From an optimization exercise on the open Yosys and OpenROAD flow, aimed at small area and a short achievable clock period; shortcuts taken in it are not production practice. Where RTL was checked, it was by simulation tests only, not by an equivalence proof against the original. For runs 1 and 2, only the layout was checked, not whether the RTL still works. Power is estimated from default activity; no workload was simulated.

`design/flow/config.mk`:
```
export PLATFORM = sky130hd
export DESIGN_NAME = ex_stage
export DESIGN_NICKNAME = ex_stage
export VERILOG_FILES = /design/flow/design.v
export SDC_FILE = /design/flow/constraint.sdc
export NUM_CORES = 4
export LEC_CHECK = 0
export CAP_MARGIN = 20
export CORE_MARGIN = 2
export CORE_UTILIZATION = 50
export PLACE_DENSITY = 0.65
export SETUP_SLACK_MARGIN = 2.5
export SLEW_MARGIN = 20
```
`design/flow/constraint.sdc`:
```
create_clock -name core_clock -period 7.0 [get_ports {clk}]
set_input_delay 1.4000 -clock core_clock [delete_from_list [all_inputs] [get_ports {clk}]]
set_output_delay 1.4000 -clock core_clock [all_outputs]
set_load 0.01 [all_outputs]
```
`design/flow/standard.sh`:
```
#!/bin/bash
# synth_recipe.tcl (not shown) runs the flow's synth.tcl, then flattens the netlist and writes it again
# the make line also repeats each setting of config.mk as NAME=value (left out here)
make -C /OpenROAD-flow-scripts/flow DESIGN_CONFIG=/design/flow/config.mk WORK_HOME=/design/flow/orfs CLKGATE_MAP_FILE= SYNTH_SCRIPT=/design/flow/synth_recipe.tcl "${@:-finish}"
```
`design/flow/flow/run.sh`:
```
#!/bin/bash
# Standard ORFS layout, except that the port buffers use a plain buffer cell
# instead of the delay buffer that buffer_ports picks by default.
set -euo pipefail
export BUFFER_PORTS_ARGS="-buffer_cell sky130_fd_sc_hd__buf_2"
bash standard.sh > standard_flow.log 2>&1
```
`design/flow/design.v`:
```
package rv_isa_pkg;
    localparam int XLEN       = 32;
    localparam int REG_ADDR_W = 5;
    localparam int SHAMT_W    = 5;
    localparam int ALT_BIT    = 30;
    typedef logic [XLEN-1:0]       word_t;
    typedef logic [REG_ADDR_W-1:0] reg_addr_t;
    typedef logic [31:0]           inst_t;
    typedef logic [2:0]            funct3_t;
    typedef enum logic [6:0] {
        OP_IMM = 7'b0010011,   
        OP     = 7'b0110011,   
        LOAD   = 7'b0000011,
        STORE  = 7'b0100011,
        BRANCH = 7'b1100011,
        JAL    = 7'b1101111,
        JALR   = 7'b1100111,
        LUI    = 7'b0110111,
        AUIPC  = 7'b0010111
    } opcode_e;
    typedef enum logic [2:0] {
        ADD_SUB = 3'b000,
        SLL     = 3'b001,
        SLT     = 3'b010,
        SLTU    = 3'b011,
        XOR     = 3'b100,
        SR      = 3'b101,   
        OR      = 3'b110,
        AND     = 3'b111
    } funct3_alu_e;
    typedef enum logic [2:0] {
        BEQ  = 3'b000,
        BNE  = 3'b001,
        BLT  = 3'b100,
        BGE  = 3'b101,
        BLTU = 3'b110,
        BGEU = 3'b111
    } funct3_br_e;
endpackage
package ex_pkg;
    typedef enum logic [3:0] {
        ALU_ADD,
        ALU_SUB,
        ALU_SLL,
        ALU_SLT,
        ALU_SLTU,
        ALU_XOR,
        ALU_SRL,
        ALU_SRA,
        ALU_OR,
        ALU_AND
    } alu_op_e;
    typedef enum logic [2:0] {
        CLS_NONE,     
        CLS_ALU,      
        CLS_LOAD,
        CLS_STORE,
        CLS_BRANCH,
        CLS_JUMP      
    } inst_class_e;
endpackage
module ex_stage (
    input  logic        clk,
    input  logic        rst_i,
    input  logic [31:0] inst_i,
    input  logic [31:0] pc_i,
    input  logic [31:0] rs1_data_i,
    input  logic [31:0] rs2_data_i,
    input  logic        reg_w_en_i,
    input  logic [4:0]  reg_w_addr_i,
    output logic        reg_w_en_o,
    output logic [4:0]  reg_w_addr_o,
    output logic [31:0] reg_w_data_o,
    output logic        mem_r_en_o,
    output logic        mem_w_en_o,
    output logic [31:0] mem_addr_o,
    output logic [31:0] mem_w_data_o,
    output logic [2:0]  mem_funct3_o,
    output logic        jump_flag_o,
    output logic [31:0] jump_addr_o
);
    logic [6:0] opc;
    logic [2:0] f3;
    logic       alt, s31, nrst;
    logic       is_opimm, is_op, is_load, is_store, is_branch;
    logic       is_jal, is_jalr, is_lui, is_auipc, is_alu;
    assign opc  = inst_i[6:0];
    assign f3   = inst_i[14:12];
    assign alt  = inst_i[30];
    assign s31  = inst_i[31];
    assign nrst = ~rst_i;
    assign is_opimm  = opc == 7'b0010011;
    assign is_op     = opc == 7'b0110011;
    assign is_load   = opc == 7'b0000011;
    assign is_store  = opc == 7'b0100011;
    assign is_branch = opc == 7'b1100011;
    assign is_jal    = opc == 7'b1101111;
    assign is_jalr   = opc == 7'b1100111;
    assign is_lui    = opc == 7'b0110111;
    assign is_auipc  = opc == 7'b0010111;
    assign is_alu    = is_op | is_opimm;
    logic [31:0] a_b, a_bx, a_p, a_g, a_sum;
    logic        use_rs2, use_s, a_inv, a_cout;
    assign use_rs2 = inst_i[5] & (inst_i[4] | inst_i[6]) & ~inst_i[2];
    assign use_s   = inst_i[5] & ~inst_i[4] & ~inst_i[6];
    always_comb begin
        if (use_rs2)    a_b = rs2_data_i;
        else if (use_s) a_b = {{20{s31}}, inst_i[31:25], inst_i[11:7]};
        else            a_b = {{20{s31}}, inst_i[31:20]};
    end
    assign a_inv = (inst_i[6] & ~inst_i[2]) |
                   (~inst_i[6] & inst_i[4] & ((f3[2:1] == 2'b01) | (inst_i[5] & (f3 == 3'b000) & alt)));
    assign a_bx = a_b ^ {32{a_inv}};
    assign a_p  = rs1_data_i ^ a_bx;
    assign a_g  = rs1_data_i & a_bx;
    logic [31:0] a_gg, a_pp;
    always_comb begin
        a_gg    = a_g;
        a_pp    = a_p;
        a_gg[0] = a_g[0] | (a_p[0] & a_inv);
        for (int l = 0; l < 5; l++) begin
            for (int i = 0; i < 32; i++) begin
                if (((i >> l) & 1) == 1) begin
                    a_gg[i] = a_gg[i] | (a_pp[i] & a_gg[((i >> l) << l) - 1]);
                    a_pp[i] = a_pp[i] & a_pp[((i >> l) << l) - 1];
                end
            end
        end
    end
    assign a_sum  = a_p ^ {a_gg[30:0], a_inv};
    assign a_cout = a_gg[31];
    logic lt_u, lt_s, eq;
    assign lt_u = ~a_cout;
    assign lt_s = (rs1_data_i[31] ^ a_b[31]) ? rs1_data_i[31] : lt_u;
    assign eq   = &a_p;   
    logic cond;
    always_comb begin
        case (f3[2:1])
            2'b00:   cond = eq ^ f3[0];
            2'b10:   cond = lt_s ^ f3[0];
            2'b11:   cond = lt_u ^ f3[0];
            default: cond = 1'b0;
        endcase
    end
    logic [31:0] b_off, b_p, b_g, b_gg, b_pp, b_sum;
    always_comb begin
        if (inst_i[3])      b_off = {{12{s31}}, inst_i[19:12], inst_i[20], inst_i[30:21], 1'b0};
        else if (inst_i[2]) b_off = {inst_i[31:12], 12'b0};
        else                b_off = {{20{s31}}, inst_i[7], inst_i[30:25], inst_i[11:8], 1'b0};
    end
    assign b_p = pc_i ^ b_off;
    assign b_g = pc_i & b_off;
    always_comb begin
        b_gg = b_g;
        b_pp = b_p;
        for (int l = 0; l < 5; l++) begin
            for (int i = 0; i < 32; i++) begin
                if (((i >> l) & 1) == 1) begin
                    b_gg[i] = b_gg[i] | (b_pp[i] & b_gg[((i >> l) << l) - 1]);
                    b_pp[i] = b_pp[i] & b_pp[((i >> l) << l) - 1];
                end
            end
        end
    end
    assign b_sum = b_p ^ {b_gg[30:0], 1'b0};
    logic [31:0] link;
    assign link = {pc_i[31:2] + 30'd1, pc_i[1:0]};
    logic [4:0]  shamt;
    logic [31:0] sh;
    logic        sll, fill;
    assign shamt = inst_i[5] ? rs2_data_i[4:0] : inst_i[24:20];
    assign sll   = ~f3[2];
    assign fill  = f3[2] & alt & rs1_data_i[31];
    always_comb begin
        for (int k = 0; k < 32; k++) sh[k] = sll ? rs1_data_i[31-k] : rs1_data_i[k];
        for (int l = 4; l >= 0; l--) begin
            for (int k = 0; k < 32; k++) begin
                if (k + (1 << l) < 32) sh[k] = shamt[l] ? sh[k + (1 << l)] : sh[k];
                else                   sh[k] = shamt[l] ? fill : sh[k];
            end
        end
    end
    logic sel_add, sel_sll, sel_slt, sel_sltu, sel_xor, sel_sr, sel_or, sel_and;
    logic sel_link, sel_auipc, sel_lui;
    assign sel_add   = nrst & is_alu & (f3 == 3'b000);
    assign sel_sll   = nrst & is_alu & (f3 == 3'b001);
    assign sel_slt   = nrst & is_alu & (f3 == 3'b010);
    assign sel_sltu  = nrst & is_alu & (f3 == 3'b011);
    assign sel_xor   = nrst & is_alu & (f3 == 3'b100);
    assign sel_sr    = nrst & is_alu & (f3 == 3'b101);
    assign sel_or    = nrst & is_alu & (f3 == 3'b110);
    assign sel_and   = nrst & is_alu & (f3 == 3'b111);
    assign sel_link  = nrst & (is_jal | is_jalr);
    assign sel_auipc = nrst & is_auipc;
    assign sel_lui   = nrst & is_lui;
    logic [31:0] sh_rev, wb;
    always_comb begin
        for (int k = 0; k < 32; k++) sh_rev[k] = sh[31-k];
    end
    assign wb = ({32{sel_add}}   & a_sum) |
                ({32{sel_sll}}   & sh_rev) |
                ({32{sel_sr}}    & sh) |
                ({32{sel_xor}}   & a_p) |           
                ({32{sel_or}}    & (a_p | a_g)) |   
                ({32{sel_and}}   & a_g) |
                ({32{sel_link}}  & link) |
                ({32{sel_auipc}} & b_sum) |
                ({32{sel_lui}}   & {inst_i[31:12], 12'b0}) |
                {31'd0, (sel_slt & lt_s) | (sel_sltu & lt_u)};
    logic sel_mem, sel_jalr, sel_tgt;
    assign sel_mem  = nrst & (is_load | is_store);
    assign sel_jalr = nrst & is_jalr;
    assign sel_tgt  = nrst & (is_branch | is_jal);
    always_ff @(posedge clk) begin
        reg_w_en_o   <= nrst & reg_w_en_i;
        reg_w_addr_o <= {5{nrst}} & reg_w_addr_i;
        reg_w_data_o <= wb;
        mem_r_en_o   <= nrst & is_load;
        mem_w_en_o   <= nrst & is_store;
        mem_addr_o   <= {32{sel_mem}} & a_sum;
        mem_w_data_o <= {32{nrst & is_store}} & rs2_data_i;
        mem_funct3_o <= {3{nrst}} & f3;
        jump_flag_o  <= nrst & ((is_branch & cond) | is_jal | is_jalr);
        jump_addr_o  <= ({32{sel_jalr}} & a_sum) | ({32{sel_tgt}} & b_sum);
    end
endmodule
```
==> flow_summary.ini, run 1 <==
[floorplan]
num_rows = 58
die-area_mm2 = 0.0268
io_pins = 276
start_util = 0.509
core_mm2 = 0.0251
fp.dieH_um = 164
die_w_um = 164

[clock_network]
cts_buffers = 17
clock_path_buffers = 2
clock_sinks = 140
cts.htree.levels = 4
cts_tree = done
cts.clk_slew.worst_paths_ps = 70
root_buffer = clkbuf_16
ctsHoldBuffers = 0

[placement]
dpl_worst_slack_ps = 1130
dp_hpwl_um = 46500
port_buffers = 275
dpl_cell_area_mm2 = 0.0145
gp_congestion = 1.06

[logic_synthesis]
synthTopCellsByCount = dfxtp_1 (140), nand2_1 (136), nor2_1 (126)
synth_area_leaders = dfxtp_1 (22%), ha_1 (9.3%), mux2i_1 (6.9%), xnor2_1 (4.9%), a21oi_1 (4.7%)
async_reset_ff_frac = 0
yosysTopAreaCell = dfxtp_1
synth_cell_type_count = 87
syn_nets = 1846
netlist_instances = 1606
netlist_area_mm2 = 0.0128
synth_top_area_frac = 0.219
ys_ff_latch = 140
yosys_warnings = 1
synth-edff-count = 0
syn_avg_cell_area_um2 = 7.96
yosysSeqAreaShare = 0.219
synth_top_flop_cell = dfxtp_1
synth.most_common_cell = dfxtp_1

[detailed_routing]
drc = 0
antenna_left = 0
routed_via_density = 6.70
drtPass1Iterations = 9
vias = 14871
drtIter0Drc = 1885
wirelength_um = 63100
wl_per_cell_um = 28.4

[final_layout]
fin_nets = 2114
drive_gt1_frac = 0.328
final_area_mm2 = 0.0168
syn2layout_area_growth_pct = 31.8

[worst_setup_path]
crit_path_max_fanout = 19
cp-end-kind = flip-flop
cp_cell_sequence = buf_12, buf_12, mux2i_4, mux4_2, a21oi_1, a21oi_1, a211oi_1, nand2_1, o2111ai_1
cp.arrival_ps = 4940
crit_slowest_cell = a211oi_1
critPathKind = primary input to flip-flop
worstPathRequired_ps = 7360
cp-start-kind = primary input
cp_slowest_stage_delay_ps = 1110

[global_routing]
grt_max_degree = 43
overflow = 0
grt_pass1_wl_um = 88300
antenna_found_initial = 5
grt_pass1_vias = 13733
grtUsageTotal = 0.453

[timing]
max_clock_freq_mhz = 218
finalSetupViolations = 0
hold_violations = 0
timing.final.crit_share = 0.655
tns_ps = 0
min_period_ps = 4580
rsz0062_at_grt = true
setup_slack_ps = 2420
fin_worst_hold_slack_ps = 1170
slew_viol_final = 0
tightest_slew_ps = 1330
relSlewSlack = 0.109

[power_and_ir_drop]
power_density_mw_per_mm2 = 201
vdd_drop_max_v = 0.000151
cellLeakagePower_nw = 7.82

[outcome]
status = no timing/DRC/antenna violations

[run]
drv_cap = 0

[hold_path]
hp-class = primary input to flip-flop
## per-layer routing
| metal | track usage | vias to the layer above | routed length (um) |
|---|---|---|---|
| met2 | 0.699 | 1188 | 27400 |
| met1 | 0.548 | 6982 | 22300 |
| met4 | 0.333 | 2 | 5670 |
| met3 | 0.112 | 326 | 7630 |
| li1 | - | 6373 | - |
| met5 | 0 | - | 13 |
## final timing paths
kind  cells after the start            start                       end  slack [ps]
max                       9        inst_i[5]  reg_w_data_o[31]$_DFF_P_        2420
min                       2  reg_w_addr_i[3]   reg_w_addr_o[3]$_DFF_P_        1170
## state kept, by name, summed over array words and instances, names as in the netlist, 3 cells and up
register,count
reg_w_addr_o,5
reg_w_data_o,32
mem_funct3_o,3
mem_w_data_o,32
jump_addr_o,32
mem_addr_o,32
## area by class of cell
| class | instances | area, um^2 |
|---|---|---|
| repair buffers | 355 | 2240 |
| fillers | 2171 | 8270 |
| diodes | 3 | 7.51 |
| flip-flops and latches | 140 | 2800 |
| clock buffers | 17 | 425 |
| inverters | 91 | 358 |
| well taps | 330 | 413 |
| clock inverters | 15 | 241 |
| multi-input cells | 1269 | 10400 |
## through the flow
step                       util  instances  total power, mW
after floorplan               -       1606             1.62
after global placement    0.577       2129             2.00
after detailed placement  0.577       2129             2.01
after CTS                 0.629       2183             3.16
after global routing      0.671       2218             3.47
final                     0.671       2220             3.38
## critical path: cells and delay by family
| kind | cells | cell delay, ps |
|---|---|---|
| multiplexers | 2 | 1260 |
| buffers and inverters | 2 | 280 |
| AND/OR/NAND/NOR | 1 | 190 |
| AO/OA/AOI/OAI | 4 | 1800 |
## logic make-up after synthesis
family,share of synthesized area
buffers and inverters,0.0677
AOI/OAI and AO/OA,0.252
adders and majority gates,0.107
and+or+nand+nor,0.172
xor gates and xnor gates,0.0775
muxes,0.105
DFF,0.219
## layout by cell type, fill, tap and decap left out, types with 13 or more instances in the layout
cell	Yosys	layout
a21oi_1	120	84
and2_1	18	18
nor3_1	24	21
a221o_1	15	15
nor2b_1	13	13
nor2_1	126	121
buf_2	37	264
o211ai_1	14	14
ha_1	95	67
xnor2_1	71	47
xor2_1	42	35
mux2_2	16	15
o22ai_1	26	24
o21ai_1	7	18
dfxtp_1	140	140
a22oi_1	21	20
a21o_1	35	35
nand2_1	136	135
mux2i_1	88	80
inv_1	90	80
xnor2_2	0	18
and3_1	45	43
nand4_1	13	13
o221ai_1	15	13
a221oi_1	21	17
buf_4	4	65
a211oi_1	20	14
ha_4	0	24
o21ai_0	86	70
clkbuf_16	0	20
nand3_1	30	27
a21oi_2	2	31
## report_power, final
part | switching, mW | total (mW) | internal (mW)
sequential | 0.00357 | 0.809 | 0.805
combinational | 0.906 | 1.48 | 0.571
clock | 0.474 | 1.09 | 0.620
## timing repair
item / 4_1_cts / 5_1_grt
gates cloned: 2 / 3
pin swaps: 19 / 52
gates resized for setup: 84 / 143
setup endpoints to repair: 72 / 51
buffers inserted: 20 / 31
==> run 2: changes to the inputs <==
--- a/design/flow/config.mk
+++ b/design/flow/config.mk
@@ -7,2 +7,3 @@
 export LEC_CHECK = 0
+export ABC_AREA = 1
 export CAP_MARGIN = 20
==> run 2 against run 1 <==
Effect of this change:
- still clean
- wire length grew 2.9%
- setup slack gained 120 ps
- via count grew 14%
- sequential power is essentially flat
- fmax grew 2.7%
- clock power shrank 15%
- combinational power shrank 18%
- non-clock buffer count shrank 39
- flip-flop and latch count is the same
- synthesized cell count grew 36%
- final cell count grew 25%
- critical endpoint is now reg_w_data_o[17]$_DFF_P_
- largest cell class unchanged
- largest power group unchanged
==> flow_summary.ini, run 2 <==
[logic_synthesis]
synth.most_common_cell = nand2_1
netlist_instances = 2178
yosysTopAreaCell = dfxtp_1
synth_cell_type_count = 52
yosys_warnings = 1
netlist_area_mm2 = 0.0133
async_reset_ff_frac = 0
syn_avg_cell_area_um2 = 6.08
synthTopCellsByCount = nand2_1 (550), nand3_1 (390), inv_1 (267)
syn_nets = 2418
synth_top_flop_cell = dfxtp_1
synth_top_area_frac = 0.212
synth_area_leaders = dfxtp_1 (21%), nand2_1 (16%), nand3_1 (15%), ha_1 (9.0%), inv_1 (7.6%)
yosysSeqAreaShare = 0.212
ys_ff_latch = 140
synth-edff-count = 0

[clock_network]
cts.htree.levels = 4
cts_tree = done
clock_sinks = 140
ctsHoldBuffers = 0
clock_path_buffers = 2
cts.clk_slew.worst_paths_ps = 80
root_buffer = clkbuf_16
cts_buffers = 17

[worst_setup_path]
cp-start-kind = primary input
cp.arrival_ps = 4790
worstPathRequired_ps = 7330
critPathKind = primary input to flip-flop
cp-end-kind = flip-flop
crit_path_max_fanout = 14
cp_cell_sequence = buf_2, clkinvlp_4, o21ai_0, ha_1, or2_1, nand2_1, o211ai_2, nand2_1, nand2_2, fa_1, xnor2_1, nor2_1, a221oi_2, nand2_1, a21oi_2, nand3_1
crit_top_cell = nand2_1
cp_slowest_stage_delay_ps = 470
crit_slowest_cell = fa_1

[global_routing]
grtUsageTotal = 0.447
grt_pass1_wl_um = 93500
antenna_found_initial = 3
grt_pass1_vias = 15403
grt_max_degree = 48
overflow = 0

[detailed_routing]
drtPass1Iterations = 7
vias = 16978
wirelength_um = 64900
drc = 0
drtIter0Drc = 2647
wl_per_cell_um = 23.3
routed_via_density = 6.10
antenna_left = 0

[floorplan]
num_rows = 59
die_w_um = 167
start_util = 0.509
die-area_mm2 = 0.0278
io_pins = 276
fp.dieH_um = 167
core_mm2 = 0.0261

[hold_path]
min-delay-start = reg_w_en_i
hp-class = primary input to flip-flop
holdPathEnd = reg_w_en_o$_DFF_P_
worstHoldPathCells = 3

[placement]
port_buffers = 275
dpl_cell_area_mm2 = 0.0147
gp_congestion = 1.10
dp_hpwl_um = 51300

[run]
drv_cap = 0

[final_layout]
fin_nets = 2670
syn2layout_area_growth_pct = 19.5
final_area_mm2 = 0.0158
drive_gt1_frac = 0.184
final_cell_mix = nand2_1 (542), nand3_1 (390), buf_2 (274)
final_common_cell = nand2_1
post-route-util = 0.608
fill_cells = 2602

[power_and_ir_drop]
switching_share = 0.438
combPwrFrac = 0.410
p_int_mw = 1.66
power_switching_mw = 1.29
cellLeakagePower_nw = 8.63
clkPwrFrac = 0.316
power_density_mw_per_mm2 = 186
seq_power_share = 0.274
vdd_drop_max_v = 0.000140

[timing]
relSlewSlack = 0.306
tightest_slew_ps = 1040
tns_ps = 0
rsz0062_at_grt = true
min_period_ps = 4460
fin_worst_hold_slack_ps = 1150
max_clock_freq_mhz = 224
finalSetupViolations = 0
slew_viol_final = 0
timing.final.crit_share = 0.637
hold_violations = 0

[outcome]
status = no timing/DRC/antenna violations
==> run 2: cell types whose count changed after synthesis, moves of 44 or more <==
cell,change
inv_1,+177
a21oi_1,-62
nor2_1,+74
and3_1,-44
mux2i_1,-88
nand3_1,+360
nand2_1,+414
==> run 2: worst max-delay path: cells and delay by family <==
family                   cells  cell delay (ps)
buffers and inverters        2              430
adder cells (fa/ha/maj)      2              770
AO/OA/AOI/OAI                4              860
AND/OR/NAND/NOR              7             1070
XOR/XNOR                     1              220
==> run 2: worst max-delay path by stage <==
stage / slack, ps / to / depth (start not counted) / from
6_report: 2540 / reg_w_data_o[17]$_DFF_P_ / 16 / inst_i[23]
5_1_grt: 2380 / reg_w_data_o[17]$_DFF_P_ / 22 / inst_i[5]
4_1_cts: 2530 / reg_w_data_o[17]$_DFF_P_ / 22 / inst_i[6]
3_5_place_dp: 1150 / reg_w_data_o[17]$_DFF_P_ / 22 / inst_i[6]
3_3_place_gp: 1360 / reg_w_data_o[17]$_DFF_P_ / 20 / inst_i[5]
2_1_floorplan: 2510 / reg_w_data_o[17]$_DFF_P_ / 22 / inst_i[5]
==> run 2: cells by family (layout without fill, tap and decap cells) <==
family	count (synthesis)	in the layout	synth area share
buffers and inverters	368	631	0.115
other	0	3	0
adder cells (fa/ha/maj)	104	104	0.103
AND/OR/NAND/NOR	1245	1247	0.413
XOR/XNOR	64	64	0.0423
AO/OA/AOI/OAI	257	257	0.115
flip-flops	140	140	0.212
==> run 2: what timing repair did <==
item | 4_1_cts | 5_1_grt
gates resized for setup | 31 | 44
setup buffers | 8 | 12
pin swaps | 4 | 10
endpoints found under the setup margin | 77 | 33
gates cloned | 3 | 1
==> run 2: power by group through the flow <==
| stage | registers (mW) | logic [mW] | clock network, mW |
|---|---|---|---|
| finish | 0.807 | 1.21 | 0.931 |
| global route | 0.807 | 1.31 | 0.955 |
| global placement | 0.825 | 1.06 | 0 |
| floorplan | 0.829 | 0.741 | 0 |
| detailed placement | 0.825 | 1.07 | 0 |
| CTS | 0.807 | 1.11 | 0.917 |
==> run 2: routing by layer <==
metal  part of all wire  up-vias  GRT usage
li1                   -     7679          -
met1               0.38     7755      0.567
met2               0.41     1304      0.666
met3               0.14      240      0.135
met4              0.071        0      0.271
met5                  0        -          0
==> run 2: area by class of cell <==
| type | count | area, um^2 | area share |
|---|---|---|---|
| diodes | 3 | 7.51 | 0.000474 |
| clock buffers | 17 | 425 | 0.0269 |
| clock inverters | 15 | 146 | 0.00924 |
| inverters | 283 | 1070 | 0.0679 |
| multi-input cells | 1672 | 9180 | 0.579 |
| flip-flops and latches | 140 | 2800 | 0.177 |
| well taps | 335 | 419 | 0.0265 |
| repair buffers | 316 | 1790 | 0.113 |
==> run 2: metrics by stage <==
stage,setup WS (ps),instances,power [mW]
final,2540,2781,2.95
after global routing,2380,2779,3.07
after CTS,2530,2765,2.84
after detailed placement,1150,2722,1.90
after global placement,1360,2722,1.89
after floorplan,2510,2178,1.57
==> run 3: changes to the inputs <==
--- a/design/flow/design.v
+++ b/design/flow/design.v
@@ -155,8 +155,12 @@
         b_pp = b_p;
-        for (int l = 0; l < 5; l++) begin
-            for (int i = 0; i < 32; i++) begin
-                if (((i >> l) & 1) == 1) begin
-                    b_gg[i] = b_gg[i] | (b_pp[i] & b_gg[((i >> l) << l) - 1]);
-                    b_pp[i] = b_pp[i] & b_pp[((i >> l) << l) - 1];
-                end
+        for (int l = 1; l < 32; l = l * 2) begin
+            for (int i = 2 * l - 1; i < 32; i = i + 2 * l) begin
+                b_gg[i] = b_gg[i] | (b_pp[i] & b_gg[i - l]);
+                b_pp[i] = b_pp[i] & b_pp[i - l];
+            end
+        end
+        for (int l = 8; l >= 1; l = l / 2) begin
+            for (int i = 3 * l - 1; i < 32; i = i + 2 * l) begin
+                b_gg[i] = b_gg[i] | (b_pp[i] & b_gg[i - l]);
+                b_pp[i] = b_pp[i] & b_pp[i - l];
             end
@@ -199,11 +203,12 @@
     end
-    assign wb = ({32{sel_add}}   & a_sum) |
-                ({32{sel_sll}}   & sh_rev) |
-                ({32{sel_sr}}    & sh) |
-                ({32{sel_xor}}   & a_p) |           
-                ({32{sel_or}}    & (a_p | a_g)) |   
-                ({32{sel_and}}   & a_g) |
-                ({32{sel_link}}  & link) |
-                ({32{sel_auipc}} & b_sum) |
-                ({32{sel_lui}}   & {inst_i[31:12], 12'b0}) |
+    logic [31:0] wb_other;
+    assign wb_other = ({32{sel_sll}}   & sh_rev) |
+                      ({32{sel_sr}}    & sh) |
+                      ({32{sel_xor}}   & a_p) |           
+                      ({32{sel_or}}    & (a_p | a_g)) |   
+                      ({32{sel_and}}   & a_g) |
+                      ({32{sel_link}}  & link) |
+                      ({32{sel_auipc}} & b_sum) |
+                      ({32{sel_lui}}   & {inst_i[31:12], 12'b0});
+    assign wb = ({32{sel_add}} & a_sum) | wb_other |
                 {31'd0, (sel_slt & lt_s) | (sel_sltu & lt_u)};
--- a/design/flow/config.mk
+++ b/design/flow/config.mk
@@ -10,4 +10,4 @@
 export CORE_MARGIN = 2
-export CORE_UTILIZATION = 50
-export PLACE_DENSITY = 0.65
+export CORE_UTILIZATION = 40
+export PLACE_DENSITY = 0.55
 export SETUP_SLACK_MARGIN = 2.5
==> run 3 against run 2 <==
Effect of this change:
- combinational power rose by 3%
- wire length rose by 3.7%
- highest routed layer unchanged
- non-clock buffer count rose by 14
- first-iteration DRC count fell by 22%
- critical path type unchanged
- still clean
- final cell count fell by 2.4%
==> flow_summary.ini, run 3 <==
[worst_setup_path]
cp.arrival_ps = 4820
cp_cell_sequence = buf_6, nor2_4, buf_6, nand2_2, o21ai_2, ha_2, nand2_1, nand2_1, o21ai_2, o211ai_1, nand3_1, nand2_2, buf_4, inv_2, o21ai_4, inv_2, fa_2, o221ai_2, nor2_2, nand2_1, nor2_1, o21ai_1
cp_slowest_stage_delay_ps = 590
worstPathRequired_ps = 7320
crit_slowest_cell = fa_2
crit_path_max_fanout = 5
critPathKind = primary input to flip-flop
cp-end-kind = flip-flop
crit_top_cell = nand2_1
cp-start-kind = primary input

[global_routing]
grtUsageTotal = 0.392
grt.busiest_layer = met2
antenna_found_initial = 0
grt_pass1_wl_um = 96100
grt_max_degree = 48
use_met3 = 0.0666
grtUsageMet1 = 0.526
grt_use_met2 = 0.597
overflow = 0
grt_pass1_vias = 14624

[clock_network]
cts_tree = done
cts_buffers = 17
root_buffer = clkbuf_16
ctsHoldBuffers = 0
cts.clk_slew.worst_paths_ps = 60
clock_sinks = 140
cts.htree.levels = 4
clock_path_buffers = 2

[hold_path]
hp-class = primary input to flip-flop
worstHoldPathCells = 3

[timing]
rsz0062_at_grt = true
tns_ps = 0
finalSetupViolations = 0
relSlewSlack = 0.188
hold_violations = 0
slew_viol_final = 0
max_clock_freq_mhz = 222
tightest_slew_ps = 1220
min_period_ps = 4500
timing.final.crit_share = 0.643

[floorplan]
io_pins = 276
fp.dieH_um = 184
start_util = 0.407
die-area_mm2 = 0.0337
num_rows = 65
die_w_um = 184
core_mm2 = 0.0316

[detailed_routing]
drtPass1Iterations = 5
wirelength_um = 67300
drc = 0
drtIter0Drc = 2073
wl_per_cell_um = 24.8
routed_via_density = 5.84
vias = 15856
antenna_left = 0

[logic_synthesis]
synth_top_flop_cell = dfxtp_1
synth_top_area_frac = 0.217
synth_area_leaders = dfxtp_1 (22%), nand3_1 (13%), nand2_1 (12%), ha_1 (9.1%), inv_1 (8.4%)
async_reset_ff_frac = 0
synthTopCellsByCount = nand2_1 (429), nand3_1 (336), inv_1 (287)
synth_cell_type_count = 52
netlist_area_mm2 = 0.0129
yosysTopAreaCell = dfxtp_1
syn_nets = 2274
syn_avg_cell_area_um2 = 6.37
netlist_instances = 2024
yosysSeqAreaShare = 0.217
synth.most_common_cell = nand2_1
synth-edff-count = 0
yosys_warnings = 1
ys_ff_latch = 140

[power_and_ir_drop]
power_density_mw_per_mm2 = 190
vdd_drop_max_v = 0.000213
finalPower_mw = 3.05
seq_power_share = 0.264
p_int_mw = 1.79
cellLeakagePower_nw = 8.53
clkPwrFrac = 0.325
switching_share = 0.414
power_switching_mw = 1.26
combPwrFrac = 0.410

[outcome]
status = no timing/DRC/antenna violations

[final_layout]
stdcell_count = 2713
syn2layout_area_growth_pct = 24.4
fill_cells = 3433
final_cell_mix = nand2_1 (414), nand3_1 (335), inv_1 (279)
final_common_cell = nand2_1
drive_gt1_frac = 0.222
fin_nets = 2547

[placement]
dp.cells = 2635
dp_hpwl_um = 54000
port_buffers = 275
gp_congestion = 0.989

[run]
drv_cap = 0
## run 3: final timing paths
path       startpoint                        to
max         inst_i[3]  reg_w_data_o[20]$_DFF_P_
min   reg_w_addr_i[4]   reg_w_addr_o[4]$_DFF_P_
## run 3: metal layers
layer  vias up  part of all wire
li1       7251                 -
met1      7385              0.41
met2      1041              0.43
met3       179             0.096
met4         0             0.062
met5         -                 0
## run 3: what timing repair did
| item | in CTS | in global routing |
|---|---|---|
| endpoints found under the setup margin | 72 | 47 |
| resized for setup | 51 | 99 |
| pin swaps | 14 | 51 |
| cloned | 2 | 3 |
| buffers inserted | 14 | 26 |
## run 3: area by class of cell
| class | instances | area (um^2) | area share |
|---|---|---|---|
| clock buffer | 20 | 447 | 0.0279 |
| timing repair buffer | 330 | 1900 | 0.119 |
| antenna | 1 | 2.50 | 0.000156 |
| tap | 402 | 503 | 0.0314 |
| multi-input combinational | 1507 | 9060 | 0.565 |
| clock inverter | 12 | 163 | 0.0101 |
| sequential | 140 | 2800 | 0.175 |
| inverter | 301 | 1150 | 0.0717 |
## run 3: worst max-delay path: cells and delay by family
family          cells  cell delay [ps]
compound gates      6              940
fa+ha+maj           2              790
simple gates        9             1150
buf+inv             5              520
## run 3: power groups by stage
| stage | Combinational, mW | Sequential (mW) | Clock, mW |
|---|---|---|---|
| 2_1_floorplan | 0.711 | 0.829 | 0 |
| 3_3_place_gp | 1.09 | 0.825 | 0 |
| 3_5_place_dp | 1.09 | 0.825 | 0 |
| 4_1_cts | 1.14 | 0.807 | 0.994 |
| 5_1_grt | 1.35 | 0.807 | 1.02 |
| 6_report | 1.25 | 0.807 | 0.993 |
## run 3: cells by family (layout without fill, tap and decap cells)
family	count (synthesis)	in the layout	synth area share
muxes	1	1	0.000777
adders and majority gates	114	114	0.122
DFF	140	140	0.217
xor gates and xnor gates	63	63	0.0428
other	0	1	0
AOI/OAI and AO/OA	293	293	0.137
and+or+nand+nor	1033	1036	0.357
buffers and inverters	380	663	0.123
## run 3: metrics by stage
stage / hold WS, ps / area [um^2] / worst slack (ps) / util
6_report: 1140 / 16000 / 2500 / 0.507
5_1_grt: 1140 / 16000 / 2390 / 0.507
4_1_cts: 1130 / 15400 / 2390 / 0.488
3_5_place_dp: 1610 / 14400 / 734 / 0.456
3_3_place_gp: 1600 / 14400 / 702 / 0.456
2_1_floorplan: 1510 / 12900 / 2520 / -
==> run 4: changes to the inputs <==
==> design/flow/flow/run.sh (replaced) <==
#!/bin/bash
# Standard ORFS layout with two changes:
#  - synthesis does not extract full and half adder cells (ADDER_MAP_FILE
#    empty), so ABC maps the adders' XOR and carry logic itself;
#  - port buffers are plain buf_2 cells on the inputs and buf_1 cells on the
#    outputs instead of the delay buffer that buffer_ports picks by default.
# The make output goes to standard_flow.log; ORFS keeps each step's log under
# orfs/logs.
set -euo pipefail
export ADDER_MAP_FILE=
export PRE_GLOBAL_PLACE_TCL="$PWD/flow/ports.tcl"
bash standard.sh > standard_flow.log 2>&1
==> design/flow/flow/ports.tcl (new file) <==
# global_place.tcl calls buffer_ports once with one cell for every port; buffer
# the inputs and the outputs with their own cells instead.
rename buffer_ports orfs_buffer_ports
proc buffer_ports { args } {
  orfs_buffer_ports -inputs -buffer_cell sky130_fd_sc_hd__buf_2
  orfs_buffer_ports -outputs -buffer_cell sky130_fd_sc_hd__buf_1
}
--- a/design/flow/config.mk
+++ b/design/flow/config.mk
@@ -12,3 +12,3 @@
 export PLACE_DENSITY = 0.55
-export SETUP_SLACK_MARGIN = 2.5
+export SETUP_SLACK_MARGIN = 3.0
 export SLEW_MARGIN = 20
==> run 4 against run 3 <==
Effect of this change:
- still clean
- setup slack gained 400 ps
- power shrank 0.91%
- critical path depth down 6
- global-route usage is 1.1 points higher
- first-iteration DRC count down 8.7%
- clock-buffer cell count is 2 lower
- final cell count rose by 2.5%
- wire length down 1.9%
- area after synthesis fell by 5.2%
- clock power grew 5%
- sequential share of layout area increased by 0.55 points
- critical path type unchanged
- critical endpoint is now jump_addr_o[29]$_DFF_P_
==> flow_summary.ini, run 4 <==
[final_layout]
post-route-util = 0.520
fin_nets = 2512
fill_cells = 3245
drive_gt1_frac = 0.178
syn2layout_area_growth_pct = 27.2
final_cell_mix = nand2_1 (582), inv_1 (252), nor2_1 (196)
final_common_cell = nand2_1

[floorplan]
die-area_mm2 = 0.0320
start_util = 0.409
io_pins = 276
num_rows = 63
die_w_um = 179
core_mm2 = 0.0299
fp.dieH_um = 179

[detailed_routing]
routed_via_density = 5.85
wirelength_um = 66000
drc = 0
vias = 16253
wl_per_cell_um = 23.8
drtPass1Iterations = 6
drtIter0Drc = 1892
antenna_left = 0

[logic_synthesis]
syn_avg_cell_area_um2 = 5.83
synth.most_common_cell = nand2_1
yosysSeqAreaShare = 0.229
netlist_instances = 2095
synth_top_flop_cell = dfxtp_1
netlist_area_mm2 = 0.0122
async_reset_ff_frac = 0
synth_area_leaders = dfxtp_1 (23%), nand2_1 (19%), inv_1 (7.9%), o21ai_0 (7.5%), nor2_1 (6.6%)
syn_nets = 2231
synth_top_area_frac = 0.229
yosysTopAreaCell = dfxtp_1
synth_cell_type_count = 57
synth-edff-count = 0
ys_ff_latch = 140
yosys_warnings = 1
synthTopCellsByCount = nand2_1 (617), inv_1 (257), nor2_1 (214)

[power_and_ir_drop]
power_density_mw_per_mm2 = 195
vdd_drop_max_v = 0.000306
cellLeakagePower_nw = 7.53

[hold_path]
holdPathEnd = reg_w_addr_o[1]$_DFF_P_
min-delay-start = reg_w_addr_i[1]
hp-class = primary input to flip-flop
worstHoldPathCells = 3

[worst_setup_path]
cp.arrival_ps = 4450
cp_cell_sequence = buf_6, inv_4, nand2_1, nand2_4, nand2_8, nand2_4, xor2_1, nand2_1, nand2_1, nor2_1, nand2_1, nor2_1, a221oi_1, nand3b_1, nand2_1, o21ai_1
critPathKind = primary input to flip-flop
cp-end-kind = flip-flop
crit_top_cell = nand2_1
crit_path_max_fanout = 12
path_delay_family = simple AND/OR/NAND/NOR gates
cp-start-kind = primary input
crit_slowest_cell = a221oi_1
worstPathRequired_ps = 7340
crit_buf_inv = 2
cp_slowest_stage_delay_ps = 410

[global_routing]
antenna_found_initial = 2
overflow = 0
grt_pass1_wl_um = 92900
grt_max_degree = 58
grtUsageTotal = 0.403
grt_pass1_vias = 14344

[clock_network]
cts.clk_slew.worst_paths_ps = 60
cts_tree = done
cts.htree.levels = 4
clock_sinks = 140
root_buffer = clkbuf_16
ctsHoldBuffers = 0
clock_path_buffers = 2
cts_buffers = 17

[timing]
slew_viol_final = 0
min_period_ps = 4110
timing.final.crit_share = 0.586
hold_violations = 0
tightest_slew_ps = 974
fin_worst_hold_slack_ps = 1140
rsz0062_at_grt = true
relSlewSlack = 0.345
max_clock_freq_mhz = 244
tns_ps = 0
finalSetupViolations = 0

[placement]
dp_hpwl_um = 51400
gp_congestion = 1.05
port_buffers = 275

[run]
drv_cap = 0

[outcome]
status = no timing/DRC/antenna violations
[run 4: cell count changes in the layout (fill, tap and decap cells not counted), sizes merged, moves of 23 or more]
| cell | previous run | this run |
|---|---|---|
| ha | 94 | 0 |
| inv | 301 | 270 |
| mux2i | 1 | 25 |
| nand2 | 440 | 638 |
| nand3 | 345 | 127 |
| nand4 | 35 | 12 |
| nor2 | 175 | 223 |
| o21ai | 119 | 220 |
| o22ai | 74 | 32 |
| xor2 | 30 | 53 |
[run 4: kinds of logic (layout without fill, tap and decap cells)]
group                  Yosys count  count (layout)  synth area share
multiplexers                    25              25            0.0205
buffers and inverters          358             642             0.117
AND/OR/NAND/NOR               1062            1072             0.362
AO/OA/AOI/OAI                  435             435             0.218
flip-flops                     140             140             0.229
XOR/XNOR                        75              75            0.0538
other                            0               1                 0
[run 4: cell type report]
cell class	instances	area, um^2	share of cell area
Clock buffer	18	429	0.0276
Timing Repair inverter	1	7.51	0.000483
Inverter	274	1060	0.0680
Clock inverter	14	209	0.0135
Multi-Input combinational cell	1607	8770	0.565
Sequential cell	140	2800	0.180
Antenna cell	1	2.50	0.000161
Timing Repair Buffer	335	1770	0.114
Tap cell	390	488	0.0314
[run 4: repair_timing]
item / in CTS / in global routing
gates cloned: 9 / 3
pin swaps: 11 / 23
setup buffers: 13 / 21
resized for setup: 61 / 131
endpoints found under the setup margin: 90 / 76
[run 4: worst max path at each step]
| stage | cells after the start | end | slack (ps) | start |
|---|---|---|---|---|
| after global placement | 21 | jump_addr_o[28]$_DFF_P_ | 1420 | inst_i[5] |
| after detailed placement | 23 | jump_addr_o[22]$_DFF_P_ | 1340 | inst_i[5] |
| after global routing | 24 | jump_addr_o[25]$_DFF_P_ | 2870 | inst_i[30] |
| after floorplan | 24 | reg_w_data_o[19]$_DFF_P_ | 3420 | inst_i[6] |
| after CTS | 22 | reg_w_data_o[28]$_DFF_P_ | 3000 | inst_i[14] |
| final | 16 | jump_addr_o[29]$_DFF_P_ | 2890 | inst_i[14] |
[run 4: per-stage QoR]
step	instances	area, um^2	worst slack, ps	total power [mW]
CTS	2755	14800	3000	2.90
detailed placement	2701	13700	1340	1.83
global placement	2701	13700	1420	1.83
floorplan	2095	12200	3420	1.46
global route	2779	15500	2870	3.13
finish	2780	15500	2890	3.02
[run 4: metal layers]
layer	vias to the layer above	global-route usage	wire length [um]
met5	-	0	12
met4	2	0.207	3590
met3	205	0.0933	7940
met2	1209	0.590	27100
met1	7418	0.549	27300
li1	7419	-	-
[run 4: where the power goes]
group          leakage, nW  switching (mW)  internal, mW
logic                 6.09           0.838         0.341
clock network        0.313           0.430         0.606
registers             1.13         0.00245         0.804
==> run 5: changes to the inputs <==
--- a/design/flow/design.v
+++ b/design/flow/design.v
@@ -101,4 +101,5 @@
     assign is_alu    = is_op | is_opimm;
-    logic [31:0] a_b, a_bx, a_p, a_g, a_sum;
+    logic [31:0] a_a, a_b, a_bx, a_p, a_g, a_sum;
     logic        use_rs2, use_s, a_inv, a_cout;
+    assign a_a     = inst_i[3] ? pc_i : rs1_data_i;   
     assign use_rs2 = inst_i[5] & (inst_i[4] | inst_i[6]) & ~inst_i[2];
@@ -106,5 +107,6 @@
     always_comb begin
-        if (use_rs2)    a_b = rs2_data_i;
-        else if (use_s) a_b = {{20{s31}}, inst_i[31:25], inst_i[11:7]};
-        else            a_b = {{20{s31}}, inst_i[31:20]};
+        if (use_rs2)        a_b = rs2_data_i;
+        else if (use_s)     a_b = {{20{s31}}, inst_i[31:25], inst_i[11:7]};
+        else if (inst_i[3]) a_b = {{12{s31}}, inst_i[19:12], inst_i[20], inst_i[30:21], 1'b0};
+        else                a_b = {{20{s31}}, inst_i[31:20]};
     end
@@ -113,4 +115,4 @@
     assign a_bx = a_b ^ {32{a_inv}};
-    assign a_p  = rs1_data_i ^ a_bx;
-    assign a_g  = rs1_data_i & a_bx;
+    assign a_p  = a_a ^ a_bx;
+    assign a_g  = a_a & a_bx;
     logic [31:0] a_gg, a_pp;
@@ -146,5 +148,5 @@
     always_comb begin
-        if (inst_i[3])      b_off = {{12{s31}}, inst_i[19:12], inst_i[20], inst_i[30:21], 1'b0};
-        else if (inst_i[2]) b_off = {inst_i[31:12], 12'b0};
-        else                b_off = {{20{s31}}, inst_i[7], inst_i[30:25], inst_i[11:8], 1'b0};
+        if (~inst_i[2])     b_off = {{20{s31}}, inst_i[7], inst_i[30:25], inst_i[11:8], 1'b0};
+        else if (inst_i[6]) b_off = 32'd4;   
+        else                b_off = {inst_i[31:12], 12'b0};
     end
@@ -169,4 +171,2 @@
     assign b_sum = b_p ^ {b_gg[30:0], 1'b0};
-    logic [31:0] link;
-    assign link = {pc_i[31:2] + 30'd1, pc_i[1:0]};
     logic [4:0]  shamt;
@@ -187,3 +187,3 @@
     logic sel_add, sel_sll, sel_slt, sel_sltu, sel_xor, sel_sr, sel_or, sel_and;
-    logic sel_link, sel_auipc, sel_lui;
+    logic sel_b, sel_lui;
     assign sel_add   = nrst & is_alu & (f3 == 3'b000);
@@ -196,5 +196,7 @@
     assign sel_and   = nrst & is_alu & (f3 == 3'b111);
-    assign sel_link  = nrst & (is_jal | is_jalr);
-    assign sel_auipc = nrst & is_auipc;
+    assign sel_b     = nrst & (is_auipc | is_jal | is_jalr);
     assign sel_lui   = nrst & is_lui;
+    logic sel_p, sel_g;
+    assign sel_p = sel_xor | sel_or;
+    assign sel_g = sel_or | sel_and;
     logic [31:0] sh_rev, wb;
@@ -206,7 +208,5 @@
                       ({32{sel_sr}}    & sh) |
-                      ({32{sel_xor}}   & a_p) |           
-                      ({32{sel_or}}    & (a_p | a_g)) |   
-                      ({32{sel_and}}   & a_g) |
-                      ({32{sel_link}}  & link) |
-                      ({32{sel_auipc}} & b_sum) |
+                      ({32{sel_p}}     & a_p) |   
+                      ({32{sel_g}}     & a_g) |   
+                      ({32{sel_b}}     & b_sum) |
                       ({32{sel_lui}}   & {inst_i[31:12], 12'b0});
@@ -214,6 +214,6 @@
                 {31'd0, (sel_slt & lt_s) | (sel_sltu & lt_u)};
-    logic sel_mem, sel_jalr, sel_tgt;
+    logic sel_mem, sel_jump, sel_br;
     assign sel_mem  = nrst & (is_load | is_store);
-    assign sel_jalr = nrst & is_jalr;
-    assign sel_tgt  = nrst & (is_branch | is_jal);
+    assign sel_jump = nrst & (is_jal | is_jalr);
+    assign sel_br   = nrst & is_branch;
     always_ff @(posedge clk) begin
@@ -228,3 +228,3 @@
         jump_flag_o  <= nrst & ((is_branch & cond) | is_jal | is_jalr);
-        jump_addr_o  <= ({32{sel_jalr}} & a_sum) | ({32{sel_tgt}} & b_sum);
+        jump_addr_o  <= ({32{sel_jump}} & a_sum) | ({32{sel_br}} & b_sum);
     end
==> run 5 against run 4 <==
Effect of this change:
- sequential share of layout area rose by 0.63 points
- critical endpoint is now reg_w_data_o[3]$_DFF_P_
- largest cell class unchanged
- first-iteration DRC count up 6.0%
- flip-flop and latch count unchanged
==> flow_summary.ini, run 5 <==
[logic_synthesis]
yosysSeqAreaShare = 0.237
netlist_area_mm2 = 0.0118
synth_area_leaders = dfxtp_1 (24%), nand2_1 (22%), o21ai_0 (8.4%), inv_1 (8.2%), nand3_1 (6.7%)
syn_avg_cell_area_um2 = 5.67
yosys_warnings = 1
synth-edff-count = 0
synth_cell_type_count = 47
async_reset_ff_frac = 0
yosysTopAreaCell = dfxtp_1
synth_top_flop_cell = dfxtp_1
synth_top_area_frac = 0.237
netlist_instances = 2084
synth.most_common_cell = nand2_1
synthTopCellsByCount = nand2_1 (677), inv_1 (259), o21ai_0 (199)
syn_nets = 2220
ys_ff_latch = 140

[detailed_routing]
vias = 15291
wirelength_um = 61900
drtIter0Drc = 2005
wl_per_cell_um = 22.5
antenna_left = 0
routed_via_density = 5.55
drtPass1Iterations = 6
drc = 0

[placement]
port_buffers = 275
dp_hpwl_um = 48200
gp_congestion = 1.01

[outcome]
status = no timing/DRC/antenna violations

[worst_setup_path]
path_delay_family = buffers and inverters
cp_slowest_stage_delay_ps = 580
crit_slowest_cell = a221oi_2
cp.arrival_ps = 4270
cp-end-kind = flip-flop
critPathKind = primary input to flip-flop
cp_cell_sequence = buf_2, buf_12, clkinvlp_4, buf_4, buf_4, nor2_1, inv_1, nor3_1, nor2_1, buf_4, inv_1, a221oi_2, o21ai_1, a31oi_1, o21ai_0
crit_buf_inv = 8
crit_top_cell = buf_4
worstPathRequired_ps = 7270
cp-start-kind = primary input
crit_path_max_fanout = 25

[power_and_ir_drop]
p_int_mw = 1.71
switching_share = 0.438
seq_power_share = 0.265
combPwrFrac = 0.403
clkPwrFrac = 0.332
power_switching_mw = 1.33
vdd_drop_max_v = 0.000136
cellLeakagePower_nw = 7.64
power_density_mw_per_mm2 = 202

[floorplan]
start_util = 0.409
io_pins = 276
num_rows = 62
fp.dieH_um = 176
core_mm2 = 0.0289
die_w_um = 176
die-area_mm2 = 0.0309

[clock_network]
cts_tree = done
cts.htree.levels = 4
cts.clk_slew.worst_paths_ps = 90
ctsHoldBuffers = 0
root_buffer = clkbuf_16
clock_path_buffers = 2
clock_sinks = 140
cts_buffers = 17

[hold_path]
hp-class = primary input to flip-flop
min-delay-start = rs2_data_i[16]
worstHoldPathCells = 3
holdPathEnd = mem_w_data_o[16]$_DFF_P_

[final_layout]
final_common_cell = nand2_1
syn2layout_area_growth_pct = 27.0
antenna_cells = 0
drive_gt1_frac = 0.170
fin_nets = 2494
final_cell_mix = nand2_1 (654), inv_1 (255), nor2_1 (175)

[global_routing]
grt_pass1_wl_um = 87000
grt_pass1_vias = 13420
antenna_found_initial = 1
overflow = 0
grtUsageTotal = 0.384
grt_max_degree = 65

[timing]
hold_violations = 0
relSlewSlack = 0.260
max_clock_freq_mhz = 250
timing.final.crit_share = 0.572
fin_worst_hold_slack_ps = 1160
rsz0062_at_grt = true
finalSetupViolations = 0
tns_ps = 0
tightest_slew_ps = 1100
slew_viol_final = 0
min_period_ps = 4000

[run]
drv_cap = 0
-- run 5: tightest hold or removal path: cells and delay by family --
kind / cells / cell delay [ps]
buffers and inverters: 2 / 150
and+or+nand+nor: 1 / 30
-- run 5: how the worst max path moves through the flow --
stage	startpoint	end	slack, ps	cells past startpoint
2_1_floorplan	inst_i[3]	reg_w_data_o[27]$_DFF_P_	3380	18
3_3_place_gp	inst_i[14]	reg_w_data_o[6]$_DFF_P_	1540	13
3_5_place_dp	inst_i[5]	reg_w_data_o[6]$_DFF_P_	1680	12
4_1_cts	inst_i[14]	reg_w_data_o[6]$_DFF_P_	2920	13
5_1_grt	inst_i[2]	reg_w_data_o[31]$_DFF_P_	2950	24
6_report	inst_i[2]	reg_w_data_o[3]$_DFF_P_	3000	15
-- run 5: area by class of cell --
class,count,area [um^2]
fill,3095,13800
multi-input combinational,1587,8290
sequential,140,2800
timing repair buffer,336,1750
inverter,274,1060
tap,384,480
clock buffer,18,439
clock inverter,14,178
timing repair inverter,2,15.0
-- run 5: power groups by stage --
stage / sequential [mW] / clock, mW / combinational, mW
2_1_floorplan: 0.829 / 0 / 0.696
3_3_place_gp: 0.825 / 0 / 1.05
3_5_place_dp: 0.825 / 0 / 1.05
4_1_cts: 0.807 / 1.01 / 1.09
5_1_grt: 0.807 / 1.04 / 1.31
6_report: 0.806 / 1.01 / 1.22
-- run 5: timing repair --
action	4_1_cts	5_1_grt
endpoints found under the hold margin	0	0
setup buffers	10	27
cloned	4	6
endpoints found under the setup margin	82	76
resized for setup	65	122
pin swaps	6	17
-- run 5: per-stage QoR --
step | std cells | power (mW) | setup slack [ps] | utilization | cell area (um^2)
after global routing | 2755 | 3.16 | 2950 | 0.520 | 15000
final | 2755 | 3.04 | 3000 | 0.520 | 15000
after floorplan | 2084 | 1.53 | 3380 | - | 11800
after CTS | 2722 | 2.91 | 2920 | 0.493 | 14200
after global placement | 2676 | 1.87 | 1540 | 0.459 | 13300
after detailed placement | 2676 | 1.88 | 1680 | 0.459 | 13300
-- run 5: per-layer routing --
metal / part of all wire / wire [um] / GRT usage / vias to the layer above
li1: - / - / - / 7266
met1: 0.43 / 26700 / 0.550 / 6927
met2: 0.40 / 24800 / 0.545 / 978
met3: 0.12 / 7420 / 0.0848 / 120
met4: 0.048 / 2990 / 0.170 / 0
met5: 0 / 0 / 0 / -
-- run 5: cells by family after synthesis --
group                  Yosys count  synth area share
AO/OA/AOI/OAI                  412             0.204
buffers and inverters          365             0.123
multiplexers                    18            0.0152
AND/OR/NAND/NOR               1103             0.386
XOR/XNOR                        46            0.0341
flip-flops                     140             0.237
==> run 6: changes to the inputs <==
--- a/design/flow/flow/run.sh
+++ b/design/flow/flow/run.sh
@@ -1,5 +1,7 @@
 #!/bin/bash
-# Standard ORFS layout with two changes:
+# Standard ORFS layout with three changes:
 #  - synthesis does not extract full and half adder cells (ADDER_MAP_FILE
 #    empty), so ABC maps the adders' XOR and carry logic itself;
+#  - ABC's area script (used with ABC_AREA 1) is flow/abc_area.script: a copy
+#    of ORFS's scripts folder is made in scripts/ with that one file replaced;
 #  - port buffers are plain buf_2 cells on the inputs and buf_1 cells on the
@@ -9,2 +11,6 @@
 set -euo pipefail
+rm -rf scripts
+cp -r "$FLOW_HOME/scripts" scripts
+cp flow/abc_area.script scripts/abc_area.script
+export SCRIPTS_DIR="$PWD/scripts"
 export ADDER_MAP_FILE=
==> design/flow/flow/abc_area.script (new file) <==
strash
balance; rewrite; refactor; balance; rewrite; rewrite -z; balance; refactor -z; rewrite -z; balance
dch -f
map -B 0.9
topo
stime -c
buffer -c
upsize -c
dnsize -c
==> run 6 against run 5 <==
Effect of this change:
- core utilization fell by 0.84 points
- cell area is 2.7% lower
- largest power group unchanged
- clock-buffer cell count is the same
- combinational power is 6% lower
- via count fell by 3.1%
- first-iteration DRC count fell by 21%
- non-clock buffer count increased by 4
- critical path depth down 1
- largest cell class unchanged
- sequential power hardly changed
- sequential share of layout area up 0.51 points
- area after synthesis fell by 2.2%
- critical path type unchanged
==> flow_summary.ini, run 6 <==
[outcome]
status = no timing/DRC/antenna violations

[clock_network]
root_buffer = clkbuf_16
cts_tree = done
cts.htree.levels = 4
cts_buffers = 17
clock_sinks = 140
cts.clk_slew.worst_paths_ps = 60
clock_path_buffers = 2

[logic_synthesis]
yosys_warnings = 1
synth-edff-count = 0
yosysTopAreaCell = dfxtp_1
synth_cell_type_count = 60
synth_top_area_frac = 0.243
synth_top_flop_cell = dfxtp_1
syn_avg_cell_area_um2 = 5.85
synth.most_common_cell = nand2_1
async_reset_ff_frac = 0
synth_area_leaders = dfxtp_1 (24%), nand2_1 (20%), inv_1 (8.1%), o21ai_0 (7.9%), nand3_1 (6.0%)
synthTopCellsByCount = nand2_1 (604), inv_1 (248), o21ai_0 (182)
yosysSeqAreaShare = 0.243
syn_nets = 2111
netlist_area_mm2 = 0.0115
netlist_instances = 1975
ys_ff_latch = 140

[floorplan]
die_w_um = 174
io_pins = 276
die-area_mm2 = 0.0302
fp.dieH_um = 174
num_rows = 62
core_mm2 = 0.0285
start_util = 0.405

[detailed_routing]
drc = 0
drtPass1Iterations = 6
wl_per_cell_um = 22.4
drtIter0Drc = 1579
antenna_left = 0
routed_via_density = 5.59
vias = 14820
wirelength_um = 59400

[worst_setup_path]
path_delay_family = buffers and inverters
crit_slowest_cell = buf_4
crit_path_max_fanout = 36
cp-end-kind = flip-flop
cp.arrival_ps = 4180
critPathKind = primary input to flip-flop
worstPathRequired_ps = 7310
cp_cell_sequence = buf_2, inv_1, o21ai_2, buf_4, clkinvlp_4, buf_4, mux2i_1, o21ai_0, mux2i_1, buf_4, nor2_1, a211oi_1, o21a_1, o221ai_1
cp-start-kind = primary input
critPathLaunch = inst_i[22]
crit_buf_inv = 6
crit_top_cell = buf_4
cp_slowest_stage_delay_ps = 390

[timing]
hold_violations = 0
tightest_slew_ps = 1050
relSlewSlack = 0.299
timing.final.crit_share = 0.554
finalSetupViolations = 0
max_clock_freq_mhz = 258
min_period_ps = 3880
slew_viol_final = 0
tns_ps = 0
rsz0062_at_grt = true

[global_routing]
grt_pass1_vias = 13605
antenna_found_initial = 4
grt_pass1_wl_um = 84400
overflow = 0
grt_max_degree = 56
grtUsageTotal = 0.375

[final_layout]
drive_gt1_frac = 0.183
multi_input_area_mm2 = 0.00778
final_cell_mix = nand2_1 (581), inv_1 (239), nor2_1 (172)
final_common_cell = nand2_1
fin_nets = 2387
fill_cells = 3149
seq_area_mm2 = 0.00280
stdcell_count = 2651
syn2layout_area_growth_pct = 26.5

[placement]
port_buffers = 275
dp_hpwl_um = 46200
gp_congestion = 1.05
dp.cells = 2575

[power_and_ir_drop]
cellLeakagePower_nw = 7.32
power_density_mw_per_mm2 = 198
vdd_drop_max_v = 0.000163

[run]
drv_cap = 0

[hold_path]
hp-class = primary input to flip-flop
min-delay-start = reg_w_addr_i[0]
-- run 6: changes by cell type after synthesis, sizes merged, moves of 8 or more --
cell,previous run,this run
nand3,163,149
o211ai,25,14
nor4,5,13
xnor2,10,18
o21ai,231,207
nand2,703,637
inv,272,253
o21bai,15,7
-- run 6: power breakdown --
| group | switching, mW | leakage, nW | total, mW | internal, mW |
|---|---|---|---|---|
| clock | 0.427 | 0.281 | 0.940 | 0.513 |
| sequential | 0.00216 | 1.13 | 0.807 | 0.804 |
| combinational | 0.799 | 5.91 | 1.15 | 0.350 |
| total | 1.23 | 7.32 | 2.89 | 1.67 |
-- run 6: path summary, 6_finish.rpt --
check / to / slack, ps / cells past startpoint
worst max-delay path: reg_w_data_o[12]$_DFF_P_ / 3120 / 14
worst min-delay path: reg_w_addr_o[0]$_DFF_P_ / 1160 / 3
-- run 6: layout make-up --
type / count / area share
inverters: 259 / 0.0701
diodes: 3 / 0.000514
multi-input cells: 1489 / 0.532
well taps: 384 / 0.0329
repair buffers: 340 / 0.130
clock inverters: 14 / 0.0103
clock buffers: 18 / 0.0301
repair inverters: 4 / 0.00188
flip-flops and latches: 140 / 0.192
-- run 6: timing repair --
action | CTS | global route
resized for setup | 59 | 111
cloned | 1 | 7
hold buffers | 0 | 0
buffers inserted | 8 | 25
endpoints found under the setup margin | 86 | 70
pin swaps | 7 | 15
-- run 6: through the flow --
| stage | utilization | power [mW] | area (um^2) | setup slack, ps | hold WS (ps) |
|---|---|---|---|---|---|
| 2_1_floorplan | - | 1.51 | 11500 | 3290 | 1510 |
| 6_report | 0.512 | 2.89 | 14600 | 3120 | 1160 |
| 4_1_cts | 0.487 | 2.79 | 13900 | 2960 | 1160 |
| 3_3_place_gp | 0.457 | 1.83 | 13100 | 1760 | 1600 |
| 3_5_place_dp | 0.457 | 1.84 | 13100 | 1720 | 1610 |
| 5_1_grt | 0.511 | 3.03 | 14600 | 2980 | 1170 |
-- run 6: cells by family (layout without fill, tap and decap cells) --
group / count (synthesis) / in the layout / synth area share
other: 0 / 3 / 0
XOR/XNOR: 49 / 49 / 0.0391
buffers and inverters: 347 / 635 / 0.120
multiplexers: 24 / 24 / 0.0209
AND/OR/NAND/NOR: 1030 / 1031 / 0.379
flip-flops: 140 / 140 / 0.243
AO/OA/AOI/OAI: 385 / 385 / 0.198
-- run 6: metal layers --
layer,up-vias,routed length (um),global-route usage
met5,-,25,0
met4,4,2920,0.188
met3,161,5970,0.0890
met2,859,26400,0.596
met1,6869,24100,0.476
li1,6927,-,-
==> run 7: changes to the inputs <==
--- a/design/flow/config.mk
+++ b/design/flow/config.mk
@@ -8,3 +8,3 @@
 export ABC_AREA = 1
-export CAP_MARGIN = 20
+export CAP_MARGIN = 5
 export CORE_MARGIN = 2
@@ -13,2 +13,2 @@
 export SETUP_SLACK_MARGIN = 3.0
-export SLEW_MARGIN = 20
+export SLEW_MARGIN = 5
==> run 7 against run 6 <==
Effect of this change:
- sequential power barely moved
- via count barely moved
- power barely moved
- critical path depth fell by 1
- area after synthesis did not move
==> flow_summary.ini, run 7 <==
[worst_setup_path]
path_depth = 13
cp.arrival_ps = 4190
crit_slowest_cell = a2111oi_0
worstSetupEndpoint = reg_w_data_o[0]$_DFF_P_
crit_path_max_fanout = 36
critPathLaunch = inst_i[22]
cp-end-kind = flip-flop
cp_slowest_stage_delay_ps = 660
worstPathRequired_ps = 7300
crit_buf_inv = 5
path_delay_family = compound AO/OA/AOI/OAI gates
cp_cell_sequence = buf_2, inv_1, o21ai_2, buf_4, clkinvlp_4, nor2_1, inv_1, o21ai_0, a21oi_1, nand2_1, o21ai_0, a2111oi_0, o2111ai_1
critPathKind = primary input to flip-flop
cp-start-kind = primary input

[timing]
relSlewSlack = 0.292
slew_viol_final = 0
setup_slack_ps = 3100
max_clock_freq_mhz = 257
min_period_ps = 3900
tightest_slew_ps = 1060
finalSetupViolations = 0
timing.final.crit_share = 0.557
rsz0062_at_grt = true
hold_violations = 0
tns_ps = 0

[detailed_routing]
drc = 0
vias = 14811
wl_per_cell_um = 22.4
wirelength_um = 59400
antenna_left = 0
routed_via_density = 5.59
drtPass1Iterations = 6
drtIter0Drc = 1582

[logic_synthesis]
netlist_instances = 1975
synth_top_flop_cell = dfxtp_1
yosysSeqAreaShare = 0.243
syn_avg_cell_area_um2 = 5.85
async_reset_ff_frac = 0
netlist_area_mm2 = 0.0115
synth-edff-count = 0
synth_area_leaders = dfxtp_1 (24%), nand2_1 (20%), inv_1 (8.1%), o21ai_0 (7.9%), nand3_1 (6.0%)
yosysTopAreaCell = dfxtp_1
synth_cell_type_count = 60
syn_nets = 2111
synthTopCellsByCount = nand2_1 (604), inv_1 (248), o21ai_0 (182)
synth.most_common_cell = nand2_1
ys_ff_latch = 140
yosys_warnings = 1
synth_top_area_frac = 0.243

[clock_network]
cts.htree.levels = 4
cts_tree = done
clock_path_buffers = 2
root_buffer = clkbuf_16
cts.clk_slew.worst_paths_ps = 80
ctsHoldBuffers = 0
cts_buffers = 17
clock_sinks = 140

[floorplan]
die-area_mm2 = 0.0302
die_w_um = 174
core_mm2 = 0.0285
start_util = 0.405
num_rows = 62
fp.dieH_um = 174
io_pins = 276

[global_routing]
grtUsageTotal = 0.375
overflow = 0
grt_pass1_wl_um = 84400
grt_pass1_vias = 13605
grt_max_degree = 56
antenna_found_initial = 4

[hold_path]
hp-class = primary input to flip-flop
worstHoldPathCells = 3

[final_layout]
syn2layout_area_growth_pct = 26.5
fin_nets = 2387
final_common_cell = nand2_1
drive_gt1_frac = 0.183
final_cell_mix = nand2_1 (581), inv_1 (240), nor2_1 (172)

[run]
drv_cap = 0

[placement]
gp_congestion = 1.05
port_buffers = 275
dp_hpwl_um = 46200
dpl_worst_slack_ps = 1720

[power_and_ir_drop]
vdd_drop_max_v = 0.000164
cellLeakagePower_nw = 7.32
power_density_mw_per_mm2 = 198

[outcome]
status = no timing/DRC/antenna violations
[run 7: cell types whose count changed in the layout (fill, tap and decap cells not counted), sizes merged]
cell	change
inv	+1
clkinv	-1
[run 7: cell families (layout without fill, tap and decap cells)]
logic type / after synthesis / count (layout) / synth area share
other: 0 / 3 / 0
AND/OR/NAND/NOR: 1030 / 1031 / 0.379
XOR/XNOR: 49 / 49 / 0.0391
flip-flops: 140 / 140 / 0.243
AO/OA/AOI/OAI: 385 / 385 / 0.198
multiplexers: 24 / 24 / 0.0209
buffers and inverters: 347 / 635 / 0.120
[run 7: power breakdown]
part | switching (mW) | leakage (nW) | total, mW | internal (mW)
logic | 0.798 | 5.91 | 1.15 | 0.349
clock network | 0.428 | 0.281 | 0.941 | 0.513
registers | 0.00216 | 1.13 | 0.807 | 0.804
total | 1.23 | 7.32 | 2.89 | 1.67
[run 7: timing repair]
item,in CTS,in global routing
pin swaps,7,15
gates cloned,1,7
setup endpoints to repair,86,70
buffers inserted,8,25
resized for setup,59,111
[run 7: worst min-delay path by stage]
| stage | from | to |
|---|---|---|
| global placement | reg_w_addr_i[3] | reg_w_addr_o[3]$_DFF_P_ |
| detailed placement | reg_w_addr_i[0] | reg_w_addr_o[0]$_DFF_P_ |
| global route | reg_w_addr_i[2] | reg_w_addr_o[2]$_DFF_P_ |
| floorplan | reg_w_addr_i[0] | reg_w_addr_o[0]$_DFF_P_ |
| CTS | reg_w_addr_i[0] | reg_w_addr_o[0]$_DFF_P_ |
| finish | reg_w_addr_i[0] | reg_w_addr_o[0]$_DFF_P_ |
[run 7: cell type report]
type,instances,area (um^2)
Fill cell,3149,13900
Multi-Input combinational cell,1489,7780
Sequential cell,140,2800
Timing Repair Buffer,340,1900
Inverter,259,1020
Tap cell,384,480
Clock buffer,18,439
Clock inverter,14,150
Timing Repair inverter,4,27.5
Antenna cell,3,7.51
[run 7: tightest hold or removal path: cells and delay by family]
kind	cells	cell delay, ps
buffers and inverters	2	100
AND/OR/NAND/NOR	1	60
[run 7: through the flow]
stage | power, mW | instance area (um^2) | hold WS [ps] | std cells | util
3_5_place_dp | 1.84 | 13100 | 1610 | 2575 | 0.457
3_3_place_gp | 1.83 | 13100 | 1600 | 2575 | 0.457
2_1_floorplan | 1.51 | 11500 | 1510 | 1975 | -
5_1_grt | 3.03 | 14600 | 1170 | 2648 | 0.511
4_1_cts | 2.79 | 13900 | 1160 | 2616 | 0.487
6_report | 2.89 | 14600 | 1160 | 2651 | 0.512
[run 7: layer usage]
layer / GRT usage / wire length, um
met1: 0.476 / 23900
met2: 0.596 / 26400
met3: 0.0890 / 6130
met4: 0.188 / 2940
met5: 0 / 25

==> afterwards: timing with drivers on the ports <==
How much do the figures lean on ideal ports? The routed layouts below were timed once more, with nothing changed but the port constraints.
Step 1 assumes that a clkbuf_16 drives the clock port and a buf_2 every other input.
Step 2, shift: input delay + t, output delay - t, t = (earliest + latest rising clock arrival at the registers) / 2. This alone moves slack from input paths to output paths.
Three values: ideal ports, drivers, drivers and shift; two values: the first two.
run | t (ns) | setup slack, ns | worst setup path after step 2
run 1 | 0.491 | 2.416 / 2.401 / 1.910 | input to register
run 2 | 0.497 | 2.538 / 2.568 / 2.071 | input to register
run 3 | 0.501 | 2.500 / 2.504 / 2.003 | input to register
run 4 | 0.518 | 2.895 / 2.911 / 2.394 | input to register
run 5 | 0.497 | 2.996 / 3.026 / 2.529 | input to register
run 6 | 0.495 | 3.122 / 3.139 / 2.644 | input to register
run 7 | 0.496 | 3.103 / 3.131 / 2.635 | input to register
After both steps every run listed still meets setup and hold. For run 1, which loses most, drivers alone change the setup slack by -0.015 ns; drivers and shift together by -0.506 ns.
